Context: an optimization exercise on an open-source flow, tuned for small area. The choices shown serve that exercise and are no tape-out recipe.
In this exercise RTL edits were held to simulation tests only and were not proved equivalent to the original.
Power figures rest on the tool's default switching activity, not on a simulated workload.

File: flow/design.v
module alu_issue_ctrl (
  input  logic        clk,
  input  logic        rst_n,
  input  logic        instr_valid,
  input  logic [31:0] instr,
  output logic        instr_ready,
  output logic [2:0]  alu_funct3,
  output logic [6:0]  alu_funct7,
  output logic [31:0] alu_s1,
  output logic [31:0] alu_s2,
  input  logic [31:0] alu_d,
  input  logic        alu_zero,
  output logic        wb_valid,
  output logic [4:0]  wb_rd,
  output logic [31:0] wb_data,
  output logic        wb_zero,
  output logic        illegal,
  input  logic [4:0]  dbg_addr,
  output logic [31:0] dbg_data
);
  localparam logic [1:0] S_IDLE   = 2'd0;
  localparam logic [1:0] S_DECODE = 2'd1;
  localparam logic [1:0] S_EXEC   = 2'd2;
  localparam logic [1:0] S_WB     = 2'd3;
  localparam logic [6:0] OPC_OP     = 7'b0110011;
  localparam logic [6:0] OPC_OP_IMM = 7'b0010011;
  logic [1:0]        state_q;
  logic              st_idle, st_dec, st_wb;
  logic [31:1][31:0] regs_q;
  logic [31:1]       vld_q;
  logic [11:0]       imm_q;      
  logic [2:0]        f3_q;
  logic              isop_q;     
  logic              legal_q;
  logic [31:0]       rs1v_q;     
  logic [4:0]        rd_q;       
  logic [2:0]        funct3_q;
  logic [6:0]        funct7_q;
  logic [31:0]       s1_q, s2_q;
  assign st_idle = (state_q == S_IDLE);
  assign st_dec  = (state_q == S_DECODE);
  assign st_wb   = (state_q == S_WB);
  logic [4:0]  rd_addr;
  logic [31:1] psel, dsel;
  logic [31:0] port, dbg_rd;
  assign rd_addr = st_idle ? instr[19:15] : imm_q[4:0];
  always_comb begin
    for (int i = 1; i < 32; i++) begin
      psel[i] = (rd_addr  == 5'(i)) && vld_q[i];
      dsel[i] = (dbg_addr == 5'(i)) && vld_q[i];
    end
    port   = '0;
    dbg_rd = '0;
    for (int i = 1; i < 32; i++) begin
      port   = port   | ({32{psel[i]}} & regs_q[i]);
      dbg_rd = dbg_rd | ({32{dsel[i]}} & regs_q[i]);
    end
  end
  assign dbg_data = dbg_rd;
  logic [6:0] in_opc, in_f7;
  logic [2:0] in_f3;
  logic       in_legal;
  assign in_opc = instr[6:0];
  assign in_f3  = instr[14:12];
  assign in_f7  = instr[31:25];
  always_comb begin
    in_legal = 1'b0;
    if (in_opc == OPC_OP)
      in_legal = (in_f7 == 7'h00) || ((in_f7 == 7'h20) && (in_f3 == 3'd5));
    else if (in_opc == OPC_OP_IMM) begin
      if (in_f3 == 3'd1)      in_legal = (in_f7 == 7'h00);
      else if (in_f3 == 3'd5) in_legal = (in_f7 == 7'h00) || (in_f7 == 7'h20);
      else                    in_legal = 1'b1;
    end
  end
  always_ff @(posedge clk) begin
    imm_q   <= instr[31:20];
    f3_q    <= in_f3;
    isop_q  <= (in_opc == OPC_OP);
    legal_q <= in_legal;
    rs1v_q  <= port;
    if (st_idle) rd_q <= instr[11:7];
  end
  logic        dec_shift;
  logic [31:0] dec_s2;
  logic [6:0]  dec_f7;
  assign dec_shift = (f3_q[1:0] == 2'b01);
  assign dec_f7    = (isop_q || dec_shift) ? imm_q[11:5] : 7'h00;
  always_comb begin
    if (isop_q)
      dec_s2 = port;
    else
      dec_s2 = {{20{imm_q[11]}}, imm_q};
    if (dec_shift)
      dec_s2[31:5] = '0;
  end
  always_ff @(posedge clk) begin
    if (!rst_n) begin
      state_q <= S_IDLE;
    end else begin
      case (state_q)
        S_IDLE:   state_q <= instr_valid ? S_DECODE : S_IDLE;
        S_DECODE: state_q <= legal_q ? S_EXEC : S_IDLE;
        S_EXEC:   state_q <= S_WB;
        default:  state_q <= S_IDLE;
      endcase
    end
  end
  always_ff @(posedge clk) begin
    if (!rst_n) begin
      funct3_q <= '0;
      funct7_q <= '0;
      s1_q     <= '0;
      s2_q     <= '0;
    end else if (st_dec && legal_q) begin
      funct3_q <= f3_q;
      funct7_q <= dec_f7;
      s1_q     <= rs1v_q;
      s2_q     <= dec_s2;
    end
  end
  always_ff @(posedge clk) begin
    for (int i = 1; i < 32; i++) begin
      if (st_wb && (rd_q == 5'(i))) regs_q[i] <= alu_d;
    end
  end
  always_ff @(posedge clk) begin
    if (!rst_n) begin
      vld_q <= '0;
    end else begin
      for (int i = 1; i < 32; i++) begin
        if (st_wb && (rd_q == 5'(i))) vld_q[i] <= 1'b1;
      end
    end
  end
  assign instr_ready = st_idle;
  assign illegal     = st_dec && !legal_q;
  assign wb_valid    = st_wb;
  assign wb_rd       = st_wb ? rd_q : 5'd0;
  assign wb_data     = st_wb ? alu_d : 32'd0;
  assign wb_zero     = st_wb && alu_zero;
  assign alu_funct3 = funct3_q;
  assign alu_funct7 = funct7_q;
  assign alu_s1     = s1_q;
  assign alu_s2     = s2_q;
endmodule
File: flow/run.sh
#!/bin/bash
# synth_recipe.tcl (not shown) runs the flow's synth.tcl, then flattens the netlist and writes it again
# the make line also repeats each setting of config.mk as NAME=value (left out here)
make -C /OpenROAD-flow-scripts/flow DESIGN_CONFIG=/design/flow/config.mk WORK_HOME=/design/flow/orfs CLKGATE_MAP_FILE= SYNTH_SCRIPT=/design/flow/synth_recipe.tcl finish
File: flow/config.mk
export PLATFORM = sky130hd
export DESIGN_NAME = alu_issue_ctrl
export DESIGN_NICKNAME = alu_issue_ctrl
export VERILOG_FILES = /design/flow/design.v
export SDC_FILE = /design/flow/constraint.sdc
export NUM_CORES = 4
export LEC_CHECK = 0
export CAP_MARGIN = 20
export CORE_MARGIN = 2
export CORE_UTILIZATION = 40
export SLEW_MARGIN = 20
File: flow/constraint.sdc
create_clock -name core_clock -period 6.0 [get_ports {clk}]
set_input_delay 1.2000 -clock core_clock [delete_from_list [all_inputs] [get_ports {clk}]]
set_output_delay 1.2000 -clock core_clock [all_outputs]
set_load 0.01 [all_outputs]
==> metrics list, run 1 <==
- Clock edge transition at the registers on the reported setup and hold paths: around 60 ps
* Data arrival, critical path: roughly 4900 ps
- After detailed placement, the design holds a cell count of approximately 5700.
- Fraction of registers with async set/reset: 0
- Multi-input gate area in the final layout: 15290 um2
- The count of nets left with antenna violations once routing finished came out at 0.
* Share of the clock period used by the worst path after layout: 1.014
- Worst path setup slack after routing: -83.77 ps
- Power per standard cell area: 287.6 nW/um2
- Global route total overflow: 0
* Post-layout utilization of the core: 0.4873
* Standard-cell rows: 129
- GR met1 Demand/Resource: 0.5132
- Clock tree root buffer cell: clkbuf_16
- Register bit count reported by yosys: 1153
- At the pin with the least slew margin, the transition time is ~1300 ps.
- Setup repair after global routing left no endpoint under its margin.
* Clk sinks: 1153
* Maximum vdd drop: 0.2844 mV
* Hold Crit Class: flip-flop to flip-flop
- Yosys top cell area share: 0.6044
- In the final layout, flip-flops and latches occupy between 30000 and 40000 um2.
- Leak pwr: just under 20 nW
- The count of final max-slew check failures came to 0.
- Clock skew on the completed layout was measured at 37.96 ps.
* Routed via count: ~46000
- The longest clock path from root to sink contains 3 buffers.
- Routability congestion estimate from global placement: approximately 1
* Top cells by instance count after synthesis: edfxtp_1, a22oi_1, nand2_1, nor4_1, clkbuf_1
- For the worst-skew pair, the clock arrives at the later sink with an insertion delay of just under 800 ps.
- Slowest stage cell, crit path: and3_2
* Violated Checks: negative setup slack
- Die height: 355.9 um
- The cell count after synthesis came out at 3891.
- Leaving out filler cells and counting taps, the final layout contains about 6000.
- Buffering stage count on the worst path with inverters included: 3
* Share of final-layout standard cells stronger than drive strength 1: 0.1501
* FILL cells: about 11000
- Port bufs: 219
* Vias in the first global route: between 40000 and 50000
* Final net count: ~4300
- The synthesized design spends more area on one cell type than any other, namely edfxtp_1.
* Maximum fanout encountered on the critical timing path: 15
* Number of iterations in the first detailed-routing pass: 14
* Worst path required time: roughly 4800 ps
- The signal on the critical path passes through clkdlybuf4s50_1 -> nor2b_1 -> and3_2 -> buf_4 -> a22oi_1 -> nand3_1 -> or4_1 -> clkdlybuf4s50_1.
- Setup violations remaining at the end of the flow were counted as 2.
- Fraction of met3 tracks used by global routing: 0.2157
- For this configuration, the core starts out at a cell density of 0.4017.
- Area of the die: between 100000 and 150000 um2
- Post-synthesis area per instance: between 10 and 15 um2
* Crit. End Element: output pin
- Yosys attributes the largest share of cell area to edfxtp_1, a22oi_1, dfxtp_1.
- Level count of the clock H-tree: 3
- The count of endpoints failing hold in the final timing report is 0.
- Final critical delay including setup and external delays: a little over 6000 ps
- In this run, distinct cell masters in the synthesized netlist total 60.
- Net count of the mapped netlist: roughly 4000
- The critical path is of the input pin to output pin type.
- Relative slew slack: 0.1219
- WL/cell: around 45 um
- The first global-routing pass estimated around 360000 um of wire.
- Count of routing violations after the opening detailed-route iteration: approximately 12000
- Number of placed I/O pins: 220
- Status: finished with violations
- STA classifies the critical path startpoint as an input pin.
- Delay contributed by the slowest stage of the critical path: 1000 ps
- Delay-heaviest family, CP: simple AND/OR/NAND/NOR gates
- Total power of the final layout: around 17 mW
* TritonCTS clock tree: done
* Most common cell in the netlist: edfxtp_1
- Dominant register cell in the synthesized netlist: edfxtp_1
- Worst path most repeated cell: clkdlybuf4s50_1
* Core Area: roughly 120000 um2
- The global routing stage identified its most utilized layer as met2.
- Number of warnings reported in the yosys synthesis log: 1
- The number of antenna violations at the first check in global routing came to 18.
- Entering global routing, the biggest net connects between 50 and 60 pins.
- The mapped netlist covers about 50000 um2.
- Peak clock frequency supported by timing: between 150 and 200 MHz
- The routed design has roughly 270000 um of wire.
- After detailed routing, the number of vias per cell comes to ~7.6.
- For this run, global-route usage on met2 was measured as 0.5615.
- The die is around 360 um wide.
- In the routed design, unresolved DRC markers number 0.
- Max-capacitance violation count: 0
- In the global route stage, overall resource usage came out at 0.4163.
* Number of enable flip-flop cells after synthesis: ~1000
- Detailed placement ended at an HPWL of about 160000 um.
- Post-CTS timing repair inserted 0 buffers for setup.
* Placed cell area: 55750 um2
- Post-layout instance area: 60090 um2
- Relative area change from synthesis to final layout: 21.31%
- Number of buffers created by CTS: approximately 120
* Proportion of synthesized chip area in sequential cells: 0.6674
## repair_timing
action	CTS	global route
setup endpoints to repair	0	5
endpoints found under the hold margin	0	0
hold buffers	0	0
resized for setup	0	2
## worst reg2reg max path: cells and delay by family, from the launching register on
kind | cells | cell delay, ps
flip-flops | 1 | 870
buffers and inverters | 2 | 810
AO/OA/AOI/OAI | 3 | 710
AND/OR/NAND/NOR | 4 | 2330
## area by class of cell
| class | instances | share of cell area |
|---|---|---|
| sequential | 1153 | 0.5504 |
| multi-input combinational | 2334 | 0.2544 |
| timing repair buffer | 551 | 0.08762 |
| clock buffer | 145 | 0.05399 |
| tap | 1637 | 0.03409 |
| clock inverter | 84 | 0.01560 |
| inverter | 50 | 0.003144 |
| antenna | 18 | 0.0007496 |
## placed cells by master, fill, tap and decap left out, drive strengths merged, types with 59 or more instances in the layout
master,instances
nor2,110
a22o,88
a222oi,61
dfxtp,156
clkbuf,145
a21oi,61
clkdlybuf4s50,219
edfxtp,997
a221oi,88
nand3,157
a22oi,501
inv,59
nor4,248
nand2,462
and3,74
nor3,133
a2111oi,109
buf,332
## sequential cells by signal (all words and copies together) (netlist names)
| name | count |
|---|---|
| imm_q | 12 |
| rd_q | 5 |
| legal_q | 1 |
| f3_q | 3 |
| isop_q | 1 |
| s2_q | 32 |
| regs_q | 992 |
| vld_q | 31 |
| s1_q | 32 |
| funct7_q | 7 |
| state_q | 2 |
| rs1v_q | 32 |
| funct3_q | 3 |
## worst paths after layout
| check | start | end | slack [ps] | depth (start not counted) |
|---|---|---|---|---|
| max | dbg_addr[1] | dbg_data[28] | -80 | 8 |
| min | rs1v_q[9] | s1_q[9] | 430 | 2 |
| max reg2reg | state_q[0] | s2_q[23] | 1240 | 9 |
| min reg2reg | rs1v_q[9] | s1_q[9] | 430 | 2 |
## routing by layer
metal,routed length [um],up-vias
met5,262,-
met4,24610,28
met3,49620,1725
met2,105600,5538
met1,91270,21730
li1,-,16520
## cells by family after synthesis
| kind of cell | Yosys count | synth area share |
|---|---|---|
| DFF | 1153 | 0.6674 |
| buffers and inverters | 404 | 0.03561 |
| and+or+nand+nor | 1358 | 0.1401 |
| AOI/OAI and AO/OA | 976 | 0.1569 |
## where the power goes
part	switching, mW	internal [mW]
Combinational	0.445	0.125
Sequential	0.0215	8.70
Clock	3.39	4.60
## per-stage QoR
step | TNS, ps | hold WS [ps] | setup WS, ps
CTS | 0 | 434.2 | 114.1
global route | 0 | 453.1 | 4.500
global placement | 0 | 419.6 | 65.05
detailed placement | 0 | 426.5 | 136.0
finish | -157.9 | 430.4 | -83.77
floorplan | 0 | 417.4 | 1845
==> run 2: changes to the inputs <==
--- a/flow/design.v
+++ b/flow/design.v
@@ -1,2 +1,36 @@
+module rf_sel (
+  input  logic [4:0]  addr,
+  input  logic [31:1] vld,
+  output logic [31:1] sel
+);
+  always_comb begin
+    for (int i = 1; i < 32; i++) sel[i] = (addr == 5'(i)) && vld[i];
+  end
+endmodule
+module rf_aoi3 (
+  input  logic [2:0] s,
+  input  logic [2:0] d,
+  output logic       y
+);
+  assign y = !((s[0] & d[0]) | (s[1] & d[1]) | (s[2] & d[2]));
+endmodule
+module rf_nand11 (
+  input  logic [10:0] n,
+  output logic        y
+);
+  assign y = !(&n);
+endmodule
+module rf_rd_bit (
+  input  logic [31:1] sel,
+  input  logic [31:1] d,
+  output logic        q
+);
+  logic [10:0] n;
+  for (genvar g = 0; g < 10; g++) begin : g_grp
+    rf_aoi3 u_aoi (.s(sel[3*g+3:3*g+1]), .d(d[3*g+3:3*g+1]), .y(n[g]));
+  end
+  assign n[10] = !(sel[31] & d[31]);
+  rf_nand11 u_or (.n(n), .y(q));
+endmodule
 module alu_issue_ctrl (
   input  logic        clk,
@@ -45,15 +79,13 @@
   logic [31:0] port, dbg_rd;
   assign rd_addr = st_idle ? instr[19:15] : imm_q[4:0];
-  always_comb begin
-    for (int i = 1; i < 32; i++) begin
-      psel[i] = (rd_addr  == 5'(i)) && vld_q[i];
-      dsel[i] = (dbg_addr == 5'(i)) && vld_q[i];
+  rf_sel u_psel (.addr(rd_addr),  .vld(vld_q), .sel(psel));
+  rf_sel u_dsel (.addr(dbg_addr), .vld(vld_q), .sel(dsel));
+  for (genvar b = 0; b < 32; b++) begin : g_rd
+    logic [31:1] col;
+    for (genvar i = 1; i < 32; i++) begin : g_col
+      assign col[i] = regs_q[i][b];
     end
-    port   = '0;
-    dbg_rd = '0;
-    for (int i = 1; i < 32; i++) begin
-      port   = port   | ({32{psel[i]}} & regs_q[i]);
-      dbg_rd = dbg_rd | ({32{dsel[i]}} & regs_q[i]);
-    end
+    rf_rd_bit u_prd (.sel(psel), .d(col), .q(port[b]));
+    rf_rd_bit u_drd (.sel(dsel), .d(col), .q(dbg_rd[b]));
   end
   assign dbg_data = dbg_rd;
--- a/flow/config.mk
+++ b/flow/config.mk
@@ -8,4 +8,6 @@
 export CAP_MARGIN = 20
 export CORE_MARGIN = 2
-export CORE_UTILIZATION = 40
+export CORE_UTILIZATION = 55
+export CTS_BUF_LIST = sky130_fd_sc_hd__clkbuf_4 sky130_fd_sc_hd__clkbuf_8
 export SLEW_MARGIN = 20
+export SYNTH_HIERARCHICAL = 1
==> metrics list, run 2 <==
- The flow ran to the end and the layout has no timing, DRC or antenna violations.
- In this run the static leakage power is around 17 nW.
* Worst-skew pair later-pin latency: between 800 and 900 ps
- After detailed routing, the total wire length is about 160000 um.
- Static timing analysis puts the maximum clock frequency at about 180 MHz.
- The synthesized design spends more area on one cell type than any other, namely edfxtp_1.
- The library cell used most frequently in the layout, excluding fill and tap cells, is edfxtp_1.
- In this run the cell area measured after placement is 49250 um2.
- Share of final-layout standard cells stronger than drive strength 1: 0.1621
* First-pass GRT wire length: between 200000 and 250000 um
- In this run, distinct cell masters in the synthesized netlist total 37.
- The top cell types in the final layout, fill and taps aside, are edfxtp_1, a222oi_1, clkdlybuf4s50_1.
* Number of flip-flops under the largest register name: 992
* Relative slew slack: 0.1974
- Number of enable flip-flop cells after synthesis: roughly 1000
* Most flops, register: regs_q
- Final Instance Count excl. Fillers: between 4000 and 5000
- Number of iterations in the first detailed-routing pass: 14
- After detailed routing, the average wire length per cell comes to 37.44 um.
- Worst path required time: between 4000 and 5000 ps
- For this run, design rule violations remaining after detail routing come to 0.
* Number of warnings reported in the yosys synthesis log: 8
* Post-synthesis instance area: about 44000 um2
- Subtracting the final worst setup slack from the clock period gives about 5700 ps.
* Proportion of synthesized chip area in sequential cells: 0.7430
- The via count of the first global-routing pass came to 32140.
* Yosys top cell area share: 0.6728
- Routed via count: approximately 33000
- Summing all flip-flop and latch instances after layout gives roughly 33000 um2.
- Setup violators final: 0
- Of all flip-flops after synthesis, the portion carrying an async set or reset was 0.
- Final net count: 3208
* Core Area: approximately 80000 um2
* Crit Path Category: input pin to output pin
- Measured along the y axis, the die boundary spans just under 300 um.
- Maximum fanout encountered on the critical timing path: 32
- Routability congestion estimate from global placement: 0.9597
- Share of the clock period used by the worst path after layout: 0.9441
- Post-detailed-route count of antenna-violating nets: 0
* Count of routing violations after the opening detailed-route iteration: 7722
- Total global routing track utilization: 0.3850
- For this run, the leading register cell type out of synthesis is edfxtp_1.
* Cells after DPL: 4009
- Clock edge transition at the registers on the reported setup and hold paths: around 60 ps
* Horiz. Die Dim: 288.4 um
- Port bufs: 219
- For this configuration, the core starts out at a cell density of 0.5542.
* Global route total overflow: 0
* Area of the die: 83190 um2
- The number of antenna violations at the first check in global routing came to 6.
- Yosys instantiated no cell more often than edfxtp_1.
* Data arrival, critical path: about 4500 ps
- Summing all multi-input logic gate instances after layout gives ~11000 um2.
- Relative area change from synthesis to final layout: 19.22%
* Clk buf depth: 3
- Averaged over all synthesized cells, the footprint is around 17 um2.
- After synthesis the netlist holds a flip-flop and latch count of 1153.
- For the pin with the worst max-slew slack, the measured transition is roughly 1200 ps.
* Clk sinks: approximately 1200
* Unrepaired setup endpoints after global routing: no
* TritonCTS clock tree: done
- Number of placed I/O pins: 220
- Clock tree root buffer cell: clkbuf_8
* Number of instances resized during post-cts repair: 0
- Once layout is complete, the utilization of the core stands at 0.6607.
* Standard-cell rows: 104
- Number of buffers created by CTS: around 180
* Main area contributors after synthesis: edfxtp_1, a222oi_1, dfxtp_1
* Post-layout instance area: 53050 um2
- Count of pins over their slew limit: 0
- Using the TritonRoute via totals, the vias-per-cell ratio works out to 7.625.
* Detailed-placement wirelength estimate: roughly 96000 um
* Sort of element at the start of the critical path: input pin
- Worst-case reg-to-reg path depth: 12
* Hold buffer count at cts: 0
- Power per standard cell area: 298.2 nW/um2
- Post-CTS timing repair inserted 0 buffers for setup.
- For the final routed database, the setup TNS stands at 0 ps.
* Worst setup skew after layout: roughly 44 ps
* Max-capacitance violation count: 0
- Post-synthesis cell count: 2646
- Min-Delay Path Depth: 2
- Level count of the clock H-tree: 4
* Top cells by instance count after synthesis: edfxtp_1, a222oi_1, nand2_1, dfxtp_1, nand4_1
* Crit. End Element: output pin
- The number of nets handed over by synthesis was ~2700.
- Hold Crit Class: flip-flop to flip-flop
* Maximum vdd drop: about 0.28 mV
* Pin count of the biggest net entering global routing: 93
- Number of failing hold endpoints at the final stage: 0
- Fill cells in the final layout number between 5000 and 6000.
[run 2: cell count changes after synthesis, moves of 100 or more]
cell and delta:
a2111oi_0 -108, nor2_1 -103, a222oi_1 +579, nor3_1 -100, clkbuf_1 -189, a22oi_1 -501, nand2_1 -286, nor4_1 -244
[run 2: cell families after synthesis]
group	after synthesis	share of synthesized area
AOI/OAI and AO/OA	756	0.1640
DFF	1153	0.7430
and+or+nand+nor	643	0.07848
buffers and inverters	57	0.005258
muxes	37	0.009223
[run 2: final cells by class]
cell class,count,area share
diodes,9,0.0004246
flip-flops and latches,1153,0.6233
inverters,1,0.00007076
clock buffers,264,0.06083
multi-input cells,1436,0.2142
repair buffers,362,0.06706
well taps,1060,0.02500
clock inverters,60,0.009104
[run 2: report_power, final]
group | internal, mW | switching (mW) | total [mW]
clock network | 3.65 | 3.13 | 6.79
registers | 8.71 | 0.0108 | 8.72
logic | 0.0907 | 0.225 | 0.315
[run 2: worst max-delay path, cell delays in order]
cell and delay (ps):
clkdlybuf4s50_1 560, nor3b_2 270, and3_1 200, buf_4 280, a222oi_1 440, nand4_1 420
or3_1 510, clkdlybuf4s50_1 500
[run 2: path summary, 6_finish.rpt]
| check | start | to | slack [ps] |
|---|---|---|---|
| max | dbg_addr[4] | dbg_data[27] | 340 |
| min reg2reg | rs1v_q[29] | s1_q[29] | 450 |
| min | rs1v_q[29] | s1_q[29] | 450 |
| max reg2reg | state_q[0] | s2_q[5] | 1540 |
[run 2: layer usage]
| metal | global-route usage | wire, um | vias up |
|---|---|---|---|
| met5 | 0.002273 | 33 | - |
| met4 | 0.2332 | 11030 | 4 |
| met3 | 0.1052 | 24730 | 444 |
| met2 | 0.5751 | 71880 | 3162 |
| met1 | 0.5066 | 54980 | 16160 |
| li1 | - | - | 13360 |
[run 2: per-module statistics from Yosys, one instance, submodules excluded]
module / copies in the design / flip-flops and latches / cell area, um2 / cells inside
alu_issue_ctrl: 1 / 1153 / 35690 / 1592
rf_aoi3: 640 / 0 / 10.01 / 1
rf_nand11: 64 / 0 / 23.77 / 4
rf_rd_bit: 64 / 0 / 3.754 / 1
rf_sel: 2 / 0 / 317.8 / 47
[run 2: per-stage QoR]
step           worst slack (ps)  hold WS [ps]  total power, mW
6_report                  335.6         445.0            15.82
3_3_place_gp              390.9         434.5            9.184
4_1_cts                   330.6         450.2            15.86
5_1_grt                   275.7         468.6            16.22
2_1_floorplan              2059         426.4            8.949
3_5_place_dp              342.7         441.6            9.194
==> run 3: changes to the inputs <==
==> flow/flow/run.sh (new file) <==
#!/bin/bash
# Standard layout (standard synthesis, floorplan, power grid, placement, routing) with
# two changes: ports are buffered with buf_1 instead of the default buffer, and CTS
# uses clkbuf_8 leaf clusters of up to 16 sinks without dummy balancing loads.
set -uo pipefail
bash standard.sh \
  "BUFFER_PORTS_ARGS=-buffer_cell sky130_fd_sc_hd__buf_1" \
  "CTS_ARGS=-sink_clustering_enable -repair_clock_nets -buf_list sky130_fd_sc_hd__clkbuf_8 -sink_clustering_size 16 -sink_clustering_max_diameter 60 -dont_use_dummy_load" \
  finish > standard.log 2>&1
==> flow/standard.sh (new file) <==
#!/bin/bash
# synth_recipe.tcl (not shown) runs the flow's synth.tcl, then flattens the netlist and writes it again
# the make line also repeats each setting of config.mk as NAME=value (left out here)
make -C /OpenROAD-flow-scripts/flow DESIGN_CONFIG=/design/flow/config.mk WORK_HOME=/design/flow/orfs CLKGATE_MAP_FILE= SYNTH_SCRIPT=/design/flow/synth_recipe.tcl "${@:-finish}"
--- a/flow/config.mk
+++ b/flow/config.mk
@@ -8,6 +8,5 @@
 export CAP_MARGIN = 20
 export CORE_MARGIN = 2
-export CORE_UTILIZATION = 55
-export CTS_BUF_LIST = sky130_fd_sc_hd__clkbuf_4 sky130_fd_sc_hd__clkbuf_8
+export CORE_UTILIZATION = 65
 export SLEW_MARGIN = 20
 export SYNTH_HIERARCHICAL = 1
removed: flow/run.sh
==> metrics list, run 3 <==
* Crit Path Category: input pin to output pin
- After detailed routing, the wire length on met1 is between 40000 and 50000 um.
* Die height: about 270 um
- Placed cell area: 47440 um2
- For this design the top-level I/O count stands at 220.
- Clock edge transition at the registers on the reported setup and hold paths: 100 ps
- Top cells by instance count after synthesis: edfxtp_1, a222oi_1, nand2_1, dfxtp_1, nand4_1
- The tree built by TritonCTS fans out to around 1200 sinks.
* Met2 wire len: 67560 um
- In the routed design, unresolved DRC markers number 0.
- Post-layout instance area: approximately 49000 um2
- Met3 wire length: about 26000 um
- The number of clock buffers added by TritonCTS is 84.
* Hold Crit Class: flip-flop to flip-flop
- At the pin with the least slew margin, the transition time is between 1000 and 1500 ps.
* Share of the clock period used by the worst path after layout: 0.8648
* Area of the die: roughly 71000 um2
* Routed Wire Length: 154700 um
* Antenna violations before repair: 4
* Starting density of the core: 0.6591
* Adder-cell share of the synthesized area: 0
- TritonCTS built the clock tree.
- Along the worst path, the maximum fanout reaches 14.
- The share of synthesized area in the top cell type comes to 0.6728.
- First-pass GRT wire length: between 200000 and 250000 um
- Horiz. Die Dim: about 270 um
- For this run, the slowest stage of the critical path takes 540 ps.
- Standard-cell rows: 95
- Number of enable flip-flop cells after synthesis: 997
- Worst setup skew after layout: about 37 ps
- The longest clock path from root to sink contains 3 buffers.
- Relative area change from synthesis to final layout: 9.279%
- The biggest area contributor in the post-synthesis netlist is edfxtp_1.
- Of the total synthesized cell area, the portion taken by XOR and XNOR cells is 0.
* Number of failing hold endpoints at the final stage: 0
* Setup violators final: 0
* Maximum vdd drop: ~0.22 mV
* Relative slew slack: 0.1510
* Net count of the mapped netlist: around 2700
- Final net count: 3111
- Register bit count reported by yosys: roughly 1200
- Slowest stage cell, crit path: or3_1
* Number of instances resized during post-cts repair: 0
- Count of pins over their slew limit: 0
- Post-CTS setup buffers: 0
* Final critical delay including setup and external delays: about 5200 ps
- Count of routing violations after the opening detailed-route iteration: 8715
* Power per standard cell area: ~260 nW/um2
- After detailed routing, the average wire length per cell comes to between 30 and 40 um.
- CP Cell Sequence: buf_1 -> nor3b_2 -> buf_4 -> and3_1 -> buf_4 -> a222oi_1 -> nand4_1 -> or3_1 -> buf_1
- Top Metal Used: met5
- Most flops, register: regs_q
* Main area contributors after synthesis: edfxtp_1, a222oi_1, dfxtp_1
* Most common cell after layout, fill and taps aside: edfxtp_1
- After synthesis the cells add up to approximately 44000 um2.
- Pin count of the biggest net entering global routing: 108
- Detailed-placement wirelength estimate: between 90000 and 100000 um
* Routed via count: 33320
- Summed over all layers, the global routing overflow is 0.
* Port bufs: 219
- Number of flip-flops under the largest register name: a little under 1000
- For this run, the register share of the synthesized area comes to 0.7430.
- Peak clock frequency supported by timing: ~190 MHz
* Clock tree root buffer cell: clkbuf_8
- In this run the number of H-tree levels came out at 3.
- Buffering stage count on the worst path with inverters included: 4
- Routability congestion estimate from global placement: ~0.94
- Number of warnings reported in the yosys synthesis log: 8
- Core Area: 67510 um2
- The via count of the first global-routing pass is 32090.
* Total global routing track utilization: 0.4323
* Dominant register cell in the synthesized netlist: edfxtp_1
* Unrepaired setup endpoints after global routing: no
* Post-synthesis cell count: 2646
* Fraction of registers with async set/reset: 0
- Count of different cell masters after synthesis: 37
* Leading cell types in the layout, fill and taps excluded: edfxtp_1, a222oi_1, buf_1
- A synthesized cell averages around 17 um2.
* Share of synthesized area spent on multiplexers: 0.009223
* Number of iterations in the first detailed-routing pass: 14
- Crit. End Element: output pin
- The worst setup path is launched from an input pin.
- In the final timing run, aggregate negative setup slack is 0 ps.
- Among cell families on the critical path, the largest total delay comes from simple AND/OR/NAND/NOR gates.
* Worst path required time: between 4000 and 5000 ps
* Compound-cell area share of the yosys netlist: 0.1640
- Summed over all cells, the static leakage comes to ~16 nW.
- Status: finished clean
- Per-cell via count in the routed design: about 8.5
- In the final layout, the share of cells above drive strength 1 is 0.1038.
- The count of nets left with antenna violations once routing finished came out at 0.
- Data arrival, critical path: ~4000 ps
* Hold buffer count at cts: 0
- Area share of and/or/nand/nor cells after synthesis: 0.07848
- For the worst-skew pair, the clock arrives at the later sink with an insertion delay of about 730 ps.
- The most common cell in the synthesized netlist is edfxtp_1.
- The tool flagged a number of max-cap violations equal to 0.
* Main combinational cell family by area after synthesis: compound AO/OA/AOI/OAI gates
run 3: power breakdown:
| group | leakage [nW] | total [mW] | internal [mW] | switching, mW |
|---|---|---|---|---|
| Sequential | 10.2 | 8.70 | 8.69 | 0.00927 |
| Combinational | 4.71 | 0.269 | 0.0567 | 0.212 |
| Clock | 0.604 | 3.64 | 1.26 | 2.39 |
| Total | 15.5 | 12.6 | 10.0 | 2.61 |
run 3: path summary, 6_finish.rpt:
check	start	to	cells after the start	slack (ps)
worst max register to register	state_q[0]	s2_q[24]	12	1590
worst max-delay path	dbg_addr[2]	dbg_data[24]	9	810
worst min register to register	funct7_q[4]	funct7_q[4]	2	450
worst min-delay path	funct7_q[4]	funct7_q[4]	2	450
run 3: logic make-up after synthesis:
| family | count (synthesis) |
|---|---|
| compound gates | 756 |
| buf+inv | 57 |
| flops | 1153 |
| mux | 37 |
| simple gates | 643 |
run 3: cell type report:
class | count | area (um2)
Antenna cell | 5 | 12.51
Multi-Input combinational cell | 1436 | 11370
Sequential cell | 1153 | 33060
Inverter | 1 | 3.754
Tap cell | 873 | 1092
Timing Repair Buffer | 362 | 1923
Clock buffer | 84 | 1156
Fill cell | 4353 | 18890
run 3: metrics by stage:
stage | hold slack, ps | setup WS (ps) | total power [mW] | std cells | util
6_report | 454.2 | 811.4 | 12.61 | 3914 | 0.7202
5_1_grt | 464.0 | 782.2 | 12.85 | 3910 | 0.7201
4_1_cts | 455.4 | 982.3 | 12.57 | 3908 | 0.7198
3_5_place_dp | 442.0 | 993.1 | 9.144 | 3824 | 0.7027
3_3_place_gp | 433.3 | 1027 | 9.133 | 3823 | 0.7021
2_1_floorplan | 426.4 | 2059 | 8.949 | 2646 | -
run 3: tightest hold or removal path, cell delays in order, from the launching register on:
cell,delay (ps)
dfxtp_1,320
nand2_1,50
a21boi_1,50
run 3: modules after synthesis (local to each module, per instance):
module,area (um2),copies in the design
rf_aoi3,10.01,640
alu_issue_ctrl,35690,1
rf_nand11,23.77,64
rf_rd_bit,3.754,64
rf_sel,317.8,2
run 3: metal layers:
layer  global-route usage  vias up
li1                     -    13010
met1               0.5821    16030
met2               0.6407     3672
met3               0.1138      605
met4               0.2599        4
met5             0.001386        -
==> run 4: changes to the inputs <==
--- a/flow/config.mk
+++ b/flow/config.mk
@@ -6,7 +6,7 @@
 export NUM_CORES = 4
 export LEC_CHECK = 0
-export CAP_MARGIN = 20
+export CAP_MARGIN = 5
 export CORE_MARGIN = 2
 export CORE_UTILIZATION = 65
-export SLEW_MARGIN = 20
+export SLEW_MARGIN = 5
 export SYNTH_HIERARCHICAL = 1
==> metrics list, run 4 <==
* Part of the total power dissipated in combinational logic: 0.021
* Clk sinks: between 1000 and 1500
- The library cell used most frequently in the layout, excluding fill and tap cells, is edfxtp_1.
- For this run, the number of Yosys warnings is 8.
- The tree is rooted in a clkbuf_8.
* Power per standard cell area: roughly 260 nW/um2
- The share of synthesized area in the top cell type comes to 0.6728.
- Crit. End Element: output pin
* Number of flip-flops under the largest register name: ~1000
- The detail route stage leaves a number of antenna-violating nets equal to 0.
- The critical path is of the input pin to output pin type.
- Of the total synthesized cell area, the portion taken by full adders, half adders and majority gates is 0.
- Of the total synthesized cell area, the portion taken by XOR and XNOR cells is 0.
- DR DRC count: 0
* Maximum vdd drop: around 0.22 mV
- The endpoint identified for the worst register-to-register timing path is s2_q[29].
- Main combinational cell family by area after synthesis: compound AO/OA/AOI/OAI gates
- Routed via count: 33120
- Headroom to the max-slew limit came out at 0.1308.
* Summed negative setup slack over all endpoints: 0 ps
- The synthesized design spends more area on one cell type than any other, namely edfxtp_1.
- Number of instances resized during post-cts repair: 0
- For the finished layout, the period the worst path requires is 5140 ps.
- Unrepaired setup endpoints after global routing: no
- From bottom edge to top edge, the die measures about 270 um.
- Along the worst path, the maximum fanout reaches 14.
- Leak pwr: between 15 and 20 nW
- During placement, the flow inserted port buffers numbering approximately 220.
* Leading cell types in the layout, fill and taps excluded: edfxtp_1, a222oi_1, buf_1
- The cell count after synthesis came out at 2646.
* Delay contributed by the slowest stage of the critical path: about 550 ps
- The die covers approximately 71000 um2.
- Internal Dissipation: approximately 10 mW
- Register bit count reported by yosys: between 1000 and 1500
- Total global routing track utilization: 0.4321
- Setup violators final: 0
- The final layout contains routed wiring with a total length of between 150000 and 200000 um.
- CP Cell Sequence: buf_1 -> nor3b_2 -> buf_4 -> and3_1 -> buf_4 -> a222oi_1 -> nand4_1 -> or3_1 -> buf_1
- The initialized floorplan defines 95 standard-cell rows.
* Total power of the final layout: ~13 mW
- Across the routed clock network, the largest skew measured is between 60 and 70 ps.
* Number of iterations in the first detailed-routing pass: 15
- Net switching component of the power: ~2.6 mW
* Per-cell via count in the routed design: 8.460
- The via count of the first global-routing pass was ~32000.
- Of the available clock period, the critical path in the final layout requires 0.8566.
- Post-layout instance area: roughly 50000 um2
- The worst hold path belongs to the class flip-flop to flip-flop.
- Most common cell in the netlist: edfxtp_1
- Clock-pin slew was measured on the worst setup and hold paths at roughly 90 ps.
- Min-Delay Path Depth: 2
- The run finished with no timing, DRC or antenna violations.
- The number of antenna violations at the first check in global routing was 7.
- Share of synthesized area spent on multiplexers: 0.009223
- Count of different cell masters after synthesis: 37
* TritonCTS clock tree: done
- Proportion of synthesized chip area in sequential cells: 0.7430
- Of the total power, the clock network draws 0.287.
- Max-capacitance violation count: 0
* First-pass GRT wire length: 217600 um
- At the end of routability-driven placement, the weighted congestion stood at roughly 0.94.
- The count of final max-slew check failures came to 0.
- Slew of the pin with the lowest slew margin: 1304 ps
- Number of enable flip-flop cells after synthesis: between 900 and 1000
- Share of final-layout standard cells stronger than drive strength 1: 0.1019
* Number of buffers created by CTS: 83
- The area growth from synthesis to layout is 9.167%.
- Top cells by instance count after synthesis: edfxtp_1, a222oi_1, nand2_1, dfxtp_1, nand4_1
- Of the total power, registers draw 0.692.
- Most flops, register: regs_q
- In the final routed layout, each cell accounts on average for between 30 and 40 um.
- Detailed-placement wirelength estimate: about 90000 um
- The later pin in the worst-skew pair is clocked with a latency of 730 ps.
- The number of nets handed over by synthesis was 2719.
- The count of endpoints failing hold in the final timing report is 0.
- Post-CTS setup buffers: 0
- Final net count: ~3100
- Core Area: 67510 um2
* Starting density of the core: 0.6591
* Worst reg-to-reg setup slack: between 1000 and 1500 ps
- The mapped netlist covers between 40000 and 50000 um2.
- Number of placed I/O pins: 220
* Dominant register cell in the synthesized netlist: edfxtp_1
- The longest clock path from root to sink contains 3 buffers.
- STA puts the critical path data required time at 4800 ps.
* Source of the worst hold timing path: funct7_q[4]
- The number of cells on the worst reg-to-reg path is 12.
- Endpoint of the worst hold path: funct7_q[4]
* Level count of the clock H-tree: 3
* Horiz. Die Dim: 265.6 um
- STA classifies the critical path startpoint as an input pin.
- Peak clock frequency supported by timing: 194.6 MHz
- Entering global routing, the biggest net connects 108 pins.
* Global route total overflow: 0
- In this run the mean area of a mapped cell was 16.82 um2.
* Compound-cell area share of the yosys netlist: 0.1640
- Of the total synthesized cell area, the portion taken by AND, OR, NAND and NOR gates is 0.07848.
- The slowest stage of the critical path belongs to the cell or3_1.
* Count of routing violations after the opening detailed-route iteration: approximately 8900
* Worst reg2reg startpoint: state_q[0]
- Sw frac: 0.2056
- Main area contributors after synthesis: edfxtp_1, a222oi_1, dfxtp_1
- STA puts the critical path data arrival time at just under 4000 ps.
* Hold buffer count at cts: 0
- Counting flops with an async set or reset pin after synthesis yields a share of 0.
- Placed cell area: 47400 um2
## run 4: cell type report
class / instances / area (um2)
repair buffers: 360 / 1887
well taps: 873 / 1092
flip-flops and latches: 1153 / 33060
diodes: 9 / 22.52
clock buffers: 83 / 1142
multi-input cells: 1436 / 11360
fillers: 4358 / 18940
inverters: 1 / 3.754
## run 4: power by group through the flow
| stage | registers [mW] | logic (mW) | clock network [mW] |
|---|---|---|---|
| after floorplan | 8.88 | 0.0676 | 0 |
| after global placement | 8.88 | 0.249 | 0 |
| after detailed placement | 8.88 | 0.259 | 0 |
| after CTS | 8.70 | 0.259 | 3.58 |
| after global routing | 8.70 | 0.276 | 3.86 |
| final | 8.70 | 0.267 | 3.61 |
## run 4: cell families (layout without fill, tap and decap cells)
group | Yosys count | after routing
AO/OA/AOI/OAI | 756 | 756
buffers and inverters | 57 | 444
flip-flops | 1153 | 1153
multiplexers | 37 | 37
other | 0 | 9
AND/OR/NAND/NOR | 643 | 643
## run 4: per-layer routing
layer | global-route usage | share of wire | vias up
li1 | - | - | 13020
met1 | 0.5899 | 0.32 | 15830
met2 | 0.6375 | 0.43 | 3677
met3 | 0.09989 | 0.17 | 599
met4 | 0.2698 | 0.077 | 2
met5 | 0 | 0.000084 | -
## run 4: per-stage QoR
stage / std cells / setup WS, ps / utilization / hold slack, ps
floorplan: 2646 / 2059 / - / 426.4
global placement: 3823 / 1027 / 0.7021 / 433.3
detailed placement: 3823 / 963.7 / 0.7021 / 442.6
CTS: 3906 / 958.8 / 0.7191 / 453.6
global route: 3908 / 805.3 / 0.7192 / 467.6
finish: 3915 / 860.5 / 0.7195 / 455.2
## run 4: worst max path at each step
stage | start | end
2_1_floorplan | dbg_addr[1] | dbg_data[0]
3_3_place_gp | dbg_addr[2] | dbg_data[21]
3_5_place_dp | dbg_addr[2] | dbg_data[21]
4_1_cts | dbg_addr[2] | dbg_data[21]
5_1_grt | dbg_addr[2] | dbg_data[26]
6_report | dbg_addr[2] | dbg_data[26]
## run 4: worst max-delay path: cells and delay by family
kind / cells / cell delay, ps
AO/OA/AOI/OAI: 1 / 330
buffers and inverters: 4 / 840
AND/OR/NAND/NOR: 4 / 1540
## run 4: modules after synthesis, one instance, submodules excluded
module / flip-flops and latches / copies in the design / area, um2 / cells inside
rf_aoi3: 0 / 640 / 10.01 / 1
rf_nand11: 0 / 64 / 23.77 / 4
rf_sel: 0 / 2 / 317.8 / 47
alu_issue_ctrl: 1153 / 1 / 35690 / 1592
rf_rd_bit: 0 / 64 / 3.754 / 1

what the ideal ports hide:
The flow's constraints put no driver on any port. The routed layouts listed below were extracted and timed again, unchanged, in two steps.
Step 1 (the two cells are an assumption about what drives the block):
set clk [get_ports {clk}]
set_driving_cell -lib_cell sky130_fd_sc_hd__clkbuf_16 $clk
set_driving_cell -lib_cell sky130_fd_sc_hd__buf_2 [delete_from_list [all_inputs] $clk]
Step 2, shift: input delay + t, output delay - t, t = (earliest + latest rising clock arrival at the registers) / 2. This alone moves slack from input paths to output paths.
Slacks: no drivers / after step 1 / after step 2; pairs: no drivers / after step 1.
run	shift t [ns]	slack for setup (ns)	worst setup path at the end	worst register clock-pin slew, ns	worst data-port slew with drivers (ns)
run 1	0.836	-0.084 / -0.112 / -0.112	input to output	0.07 / 0.07	0.09
run 2	0.909	0.336 / 0.312 / 0.312	input to output	0.07 / 0.07	0.05
run 3	0.784	0.811 / 0.782 / 0.782	input to output	0.11 / 0.11	0.05
run 4	0.767	0.860 / 0.829 / 0.829	input to output	0.11 / 0.11	0.05
For run 4, which loses most, drivers alone change the setup slack by -0.031 ns; drivers and shift together by -0.031 ns.
